This is an optimization exercise on Yosys and OpenROAD, whose aim is a short achievable clock period and few clock cycles, not a production implementation.
At most, simulation tests tie the RTL to the original design; equivalence was not proved.

== v11 ==
## cpu
module cpu (
	input  logic                       APB_PCLK,
	input  logic                       APB_PRESETn,
	output logic [32-1:0] paddr,
	output logic [32-1:0] pwdata,
	input  logic [32-1:0] prdata,
	output logic                       psel,
	output logic                       penable,
	output logic                       pwrite,
	output logic [3:0]                 pstrb,
	input  logic                       pready,
	output logic                       halted,
	output logic [32-1:0] pc
);
==> flow/config.mk <==
export PLATFORM = sky130hd
export DESIGN_NAME = cpu
export DESIGN_NICKNAME = cpu
export VERILOG_FILES = /design/flow/design.v
export SDC_FILE = /design/flow/constraint.sdc
export NUM_CORES = 4
export LEC_CHECK = 0
export CAP_MARGIN = 30
export CORE_MARGIN = 2
export CORE_UTILIZATION = 55
export SETUP_SLACK_MARGIN = 4.3
export SLEW_MARGIN = 30
export SYNTH_HIERARCHICAL = 1
export SYNTH_MINIMUM_KEEP_SIZE = 0
==> flow/constraint.sdc <==
create_clock -name core_clock -period 7.0 [get_ports {APB_PCLK}]
set_input_delay 1.4000 -clock core_clock [delete_from_list [all_inputs] [get_ports {APB_PCLK}]]
set_output_delay 1.4000 -clock core_clock [all_outputs]
set_load 0.01 [all_outputs]
standard.sh (not shown) runs the stock make flow with config.mk's settings and CLKGATE_MAP_FILE= SYNTH_SCRIPT=/design/flow/synth_recipe.tcl, a recipe that flattens the netlist after the stock synthesis.
==> flow/flow/run.sh <==
#!/bin/bash
# The standard ORFS layout, with gate resizing allowed to change a cell's footprint
# (the sky130hd platform otherwise limits the timing repair to same-footprint swaps).
# The synthesis step is the standard one, unchanged.
set -euo pipefail
bash standard.sh synth > synth.log 2>&1
bash standard.sh MATCH_CELL_FOOTPRINT=0 finish > layout.log 2>&1
v11: no failed stages, no open violations at the end
Testbench counts of v11, summed over its fixed seeds: cycles 54,967.
The following lists how v30 was set up differently from v11:
==> flow/run.sh (new file) <==
#!/bin/bash
# synth_recipe.tcl (not shown) runs the flow's synth.tcl, then flattens the netlist and writes it again
# the make line also repeats each setting of config.mk as NAME=value (left out here)
make -C /OpenROAD-flow-scripts/flow DESIGN_CONFIG=/design/flow/config.mk WORK_HOME=/design/flow/orfs CLKGATE_MAP_FILE= SYNTH_SCRIPT=/design/flow/synth_recipe.tcl finish
removed: flow/flow/run.sh
removed: flow/standard.sh
### Flow results
v30 reports a lower final net count than v11 does. Delta (v30 minus v11): critical path depth higher, number of fill cells higher, area taken by flip-flops and latches roughly the same, least setup slack across all paths after layout higher, buffer share of cell area lower. v11 and v30 ended up with nearly the same fraction of area in clock buffers and inverters.

---

JK:
cpu, a different RTL version from the one above (not shown whole).
Size in the first run: roughly 5,300 cells after synthesis, about 140 I/O pins, ~0.070 sq mm of cells after synthesis.
==> flow/design.v (excerpt) <==
module cpu (
	input  logic                       APB_PCLK,
	input  logic                       APB_PRESETn,
	output logic [32-1:0] paddr,
	output logic [32-1:0] pwdata,
	input  logic [32-1:0] prdata,
	output logic                       psel,
	output logic                       penable,
	output logic                       pwrite,
	output logic [3:0]                 pstrb,
	input  logic                       pready,
	output logic                       halted,
	output logic [32-1:0] pc
);
==> flow/config.mk <==
export PLATFORM = sky130hd
export DESIGN_NAME = cpu
export DESIGN_NICKNAME = cpu
export VERILOG_FILES = /design/flow/design.v
export SDC_FILE = /design/flow/constraint.sdc
export NUM_CORES = 4
export LEC_CHECK = 0
export CAP_MARGIN = 30
export CORE_MARGIN = 2
export CORE_UTILIZATION = 55
export SETUP_SLACK_MARGIN = 4.3
export SLEW_MARGIN = 30
export SYNTH_HIERARCHICAL = 1
export SYNTH_MINIMUM_KEEP_SIZE = 0
==> flow/constraint.sdc <==
create_clock -name core_clock -period 7.0 [get_ports {APB_PCLK}]
set_input_delay 1.4000 -clock core_clock [delete_from_list [all_inputs] [get_ports {APB_PCLK}]]
set_output_delay 1.4000 -clock core_clock [all_outputs]
set_load 0.01 [all_outputs]
run.sh (not shown) runs the stock make flow with config.mk's settings and CLKGATE_MAP_FILE= SYNTH_SCRIPT=/design/flow/synth_recipe.tcl, a recipe that flattens the netlist after the stock synthesis.
Stock flow here: none of the scripts above is used.
[inputs] MS vs JK
- a change of CORE_UTILIZATION from 55 to 70
==> notes.md <==
MS vs. JK: clock buffer count from CTS decreased 9; initial standard-cell utilization of the core grew by 15 points; number of instances in the placed design now smaller.
Die span in x (MS vs. JK) decreases by more than 10%
Detailed placement HPWL: MS better than JK
When MS is measured against JK, its buffer count from post-CTS setup fixing turns out 172 higher.
MS did not make it past global routing (5_1_grt), where a tool error ended it.
Going from JK to MS, placed instance area has decreased, number of standard-cell rows in the floorplan has decreased, final RePlAce weighted congestion has increased, worst slack after detailed placement has decreased, number of cells upsized or downsized after cts has decreased.
No functional check of the RTL was part of any run of this note.

==> what the ideal ports hide <==
The results above use ideal ports. As a check the final layouts listed here were re-extracted and re-timed, cells and wires unchanged. Step 1, drivers: a clkbuf_16 drives APB_PCLK and a buf_2 each remaining input, both assumed. Step 2 moves the port delays by t, midway between the first and last clock arrival at a register: inputs arrive t later, outputs are due t later. That takes back most of the time a late clock gives input paths. a / b / c = ideal ports / drivers / drivers and shift; a / b = the first two.
run | t (ns) | setup slack, ns | slew at the worst register clock pin (ns) | worst data-port slew with drivers (ns)
v11 | 0.857 | 3.957 / 4.011 / 3.154 | 0.07 / 0.07 | 0.09
v30 | 0.871 | 4.176 / 4.147 / 3.327 | 0.07 / 0.07 | 0.10
JK | 0.887 | 4.095 / 4.093 / 3.206 | 0.07 / 0.07 | 0.12
After both steps setup and hold are still met in every run listed. The setup slack of JK, which loses most, moves by -0.002 ns with the drivers and by -0.889 ns with both steps.
